Source: an optimization exercise on an open RTL-to-GDS flow (aim: a short achievable clock period and few clock cycles per item). Production flows keep margins and buffers that such runs may drop.
At most, simulation tests tie the RTL to the original design; equivalence was not proved.
No driver is modelled on the clock port, so clock power and skew are understated where the tree is cut down; a real chip needs a root buffer or a tree.
Power is estimated from default activity; no workload was simulated.

Setup of delta:
==> flow/design.v (excerpt) <==
module bmem_line_adapter #(
    parameter int ADDR_W = 32,
    parameter int BEAT_W = 64,
    parameter int BEATS  = 4
) (
    input  logic                      clk,
    input  logic                      rst,
    input  logic [ADDR_W-1:0]         i_addr,
    input  logic                      i_read,
    output logic [BEAT_W*BEATS-1:0]   i_rdata,
    output logic                      i_resp,
    input  logic [ADDR_W-1:0]         d_addr,
    input  logic                      d_read,
    input  logic                      d_write,
    input  logic [BEAT_W*BEATS-1:0]   d_wdata,
    output logic [BEAT_W*BEATS-1:0]   d_rdata,
    output logic                      d_resp,
    output logic [ADDR_W-1:0]         bmem_addr,
    output logic                      bmem_read,
    output logic                      bmem_write,
    output logic [BEAT_W-1:0]         bmem_wdata,
    input  logic                      bmem_ready,
    input  logic [ADDR_W-1:0]         bmem_raddr,
    input  logic [BEAT_W-1:0]         bmem_rdata,
    input  logic                      bmem_rvalid
);
Settings: LEC_CHECK=0, CAP_MARGIN=20, CORE_AREA=5 5 355 355, DIE_AREA=0 0 360 360, SETUP_SLACK_MARGIN=3.5, SLEW_MARGIN=20, SYNTH_HIERARCHICAL=1, SYNTH_MINIMUM_KEEP_SIZE=0; clock period 5.0 ns.
standard.sh (not shown) runs the stock make flow with config.mk's settings and CLKGATE_MAP_FILE= SYNTH_SCRIPT=/design/flow/synth_recipe.tcl, a recipe that flattens the netlist after the stock synthesis.
==> flow/flow/run.sh <==
#!/bin/bash
# Standard ORFS layout, except that the clock tree is built by
# flow/clock_tree.tcl (two buffer levels) in place of TritonCTS.
set -euo pipefail
here=$(pwd)
FLOW_ROOT_CELL=sky130_fd_sc_hd__clkinv_16 FLOW_LEAF_CELL=sky130_fd_sc_hd__clkinv_8 FLOW_LEAF_MAX=16 bash standard.sh finish "PRE_CTS_TCL=$here/flow/clock_tree.tcl" > standard.log 2>&1
Other scripts of this flow, unchanged in this note and not shown: flow/flow/clock_tree.tcl
delta: no failed stages, no open violations at the end
Testbench counts of delta, summed over its fixed seeds: cycles 31,485, items 4,800.
For ember, these inputs were changed with respect to delta:
diff --git a/flow/design.v b/flow/design.v
--- a/flow/design.v
+++ b/flow/design.v
@@ -92,58 +92,53 @@
         n_wcnt    = wr ? wcnt + CNT_W'(rdy) : '0;
         n_cur_d   = start ? nd : cur_d;
         n_last_d  = start ? nd : last_d;
         n_i_taken = (start & ~nd) | (i_taken & ~i_resp);
         n_d_taken = (start & nd) | (d_taken & ~d_resp);
         n_i_resp  = rd_done & ~cur_d;
         n_d_resp  = (rd_done & cur_d) | wr_done;
         ctl_next = {n_rreq, n_wr, n_rwait, n_rcnt, n_wcnt, n_cur_d, n_last_d,
                     n_i_taken, n_d_taken, n_i_resp, n_d_resp, hit};
     endfunction
     logic [NS_W-1:0]  ns_00, ns_01, ns_10, ns_11, ns;
-    localparam int HIT_N = 8;
+    localparam int HIT_N = 4;
     logic [HIT_N-1:0] ev;
     bmem_line_match #(.ADDR_W(ADDR_W), .OFS(OFS), .N(HIT_N)) u_match (
         .raddr  (bmem_raddr),
         .rvalid (bmem_rvalid),
         .line   (rd_la_q),
         .hit    (ev)
     );
     assign ns_00 = ctl_next(1'b0, 1'b0, rreq_q, rwait_q, wr_q, rcnt_q, wcnt_q, cur_d_q, last_d_q,
                             i_taken_q, d_taken_q, i_resp_q, d_resp_q, nxt_valid, nxt_d, nxt_wr);
     assign ns_01 = ctl_next(1'b0, 1'b1, rreq_q, rwait_q, wr_q, rcnt_q, wcnt_q, cur_d_q, last_d_q,
                             i_taken_q, d_taken_q, i_resp_q, d_resp_q, nxt_valid, nxt_d, nxt_wr);
     assign ns_10 = ctl_next(1'b1, 1'b0, rreq_q, rwait_q, wr_q, rcnt_q, wcnt_q, cur_d_q, last_d_q,
                             i_taken_q, d_taken_q, i_resp_q, d_resp_q, nxt_valid, nxt_d, nxt_wr);
     assign ns_11 = ctl_next(1'b1, 1'b1, rreq_q, rwait_q, wr_q, rcnt_q, wcnt_q, cur_d_q, last_d_q,
                             i_taken_q, d_taken_q, i_resp_q, d_resp_q, nxt_valid, nxt_d, nxt_wr);
     logic [NS_W-1:0] ns_0, ns_1;
     assign ns_0 = rst ? '0 : (bmem_ready ? ns_10 : ns_00);
     assign ns_1 = rst ? '0 : (bmem_ready ? ns_11 : ns_01);
-    logic [3:0] ns_o;
     for (genvar i = 0; i < NS_W; i++) begin : g_ns
         if (i == 7 || i == 8) begin : g_w
             assign ns[i] = ns_0[i];
         end else begin : g_e
             bmem_seln u_sel (
                 .s  (ev[i % HIT_N]),
                 .an (~ns_0[i]),
                 .bn (~ns_1[i]),
                 .y  (ns[i])
             );
         end
     end
-    bmem_seln u_sel_o0 (.s(ev[4]), .an(~ns_0[NS_W-1]), .bn(~ns_1[NS_W-1]), .y(ns_o[0]));
-    bmem_seln u_sel_o1 (.s(ev[5]), .an(~ns_0[NS_W-2]), .bn(~ns_1[NS_W-2]), .y(ns_o[1]));
-    bmem_seln u_sel_o2 (.s(ev[6]), .an(~ns_0[2]),      .bn(~ns_1[2]),      .y(ns_o[2]));
-    bmem_seln u_sel_o3 (.s(ev[7]), .an(~ns_0[1]),      .bn(~ns_1[1]),      .y(ns_o[3]));
     logic bmem_read_o, bmem_write_o, i_resp_o, d_resp_o;
     always_ff @(posedge clk) begin
         if (rst) begin
             i_rq      <= 1'b0;
             d_rq      <= 1'b0;
             d_wr_q    <= 1'b0;
             hidx_q    <= '0;
         end else begin
             i_rq      <= i_read & ~i_resp_q;
             d_rq      <= (d_read | d_write) & ~d_resp_q;
             d_wr_q    <= d_write;
@@ -151,26 +146,26 @@
         end
         {rreq_q, wr_q, rwait_q, rcnt_q, wcnt_q, cur_d_q, last_d_q,
          i_taken_q, d_taken_q, i_resp_q, d_resp_q, hit_q} <= ns;
     end
     always_ff @(posedge clk or posedge rst) begin
         if (rst) begin
             bmem_read_o  <= 1'b0;
             bmem_write_o <= 1'b0;
             i_resp_o     <= 1'b0;
             d_resp_o     <= 1'b0;
         end else begin
-            bmem_read_o  <= ns_o[0];
-            bmem_write_o <= ns_o[1];
-            i_resp_o     <= ns_o[2];
-            d_resp_o     <= ns_o[3];
+            bmem_read_o  <= ns[NS_W-1];
+            bmem_write_o <= ns[NS_W-2];
+            i_resp_o     <= ns[2];
+            d_resp_o     <= ns[1];
         end
     end
     logic [LA_W-1:0]    ia, da, cur_la, nxt_la, la_rdy, la_nrdy, la_d;
     logic [CNT_W-1:0]   wsel_rdy, wsel_nrdy;
     logic [BEAT_W-1:0]  wd_rdy, wd_nrdy, wd_d;
     assign ia     = i_addr[ADDR_W-1:OFS];
     assign da     = d_addr[ADDR_W-1:OFS];
     assign cur_la = cur_d_q ? da : ia;
     assign nxt_la = nxt_d ? da : ia;
     always_comb begin
         if (rreq_q) begin
Compared with delta, sequential standard cell area in ember decreased slightly. Relative to delta, total routing resource utilization after global routing decreased by 2.1 points in ember. delta leaves more setup margin than ember. In terms of cell count after placement, ember and delta differ only marginally. In the flow results for delta and ember, the wire length is smaller on ember. ember vs. delta: total power lower, clock network power share roughly the same.
For ember, only the layout was checked, not whether the RTL still works. No run of this note takes its clock network from TritonCTS; it comes from the design's own scripts or RTL.

-- afterwards: timing with drivers on the ports --
Ports are ideal in the flow. The routed layouts listed here were re-timed in OpenROAD. Step 1 sets driving cells, clkbuf_16 on the clock port and buf_2 on the other inputs (assumed; they add their load-dependent delay and slew). Step 2 moves the port delays by t, midway between the first and last clock arrival at a register: inputs arrive t later, outputs are due t later. That takes back most of the time a late clock gives input paths. Three values: ideal ports, drivers, drivers and shift; two values: the first two.
run | shift t [ns] | slack for setup (ns) | hold slack, ns | slew at the worst register clock pin (ns) | worst slew at a driven data input, ns
delta | 0.610 | 3.026 / 2.743 / 2.698 | 0.412 / 0.413 / 0.413 | 0.12 / 0.12 | 0.22
ember | 0.604 | 2.952 / 2.809 / 2.582 | 0.420 / 0.421 / 0.421 | 0.11 / 0.11 | 0.21
After both steps every run listed still meets setup and hold. The setup slack of ember, which loses most, moves by -0.143 ns with the drivers and by -0.370 ns with both steps.
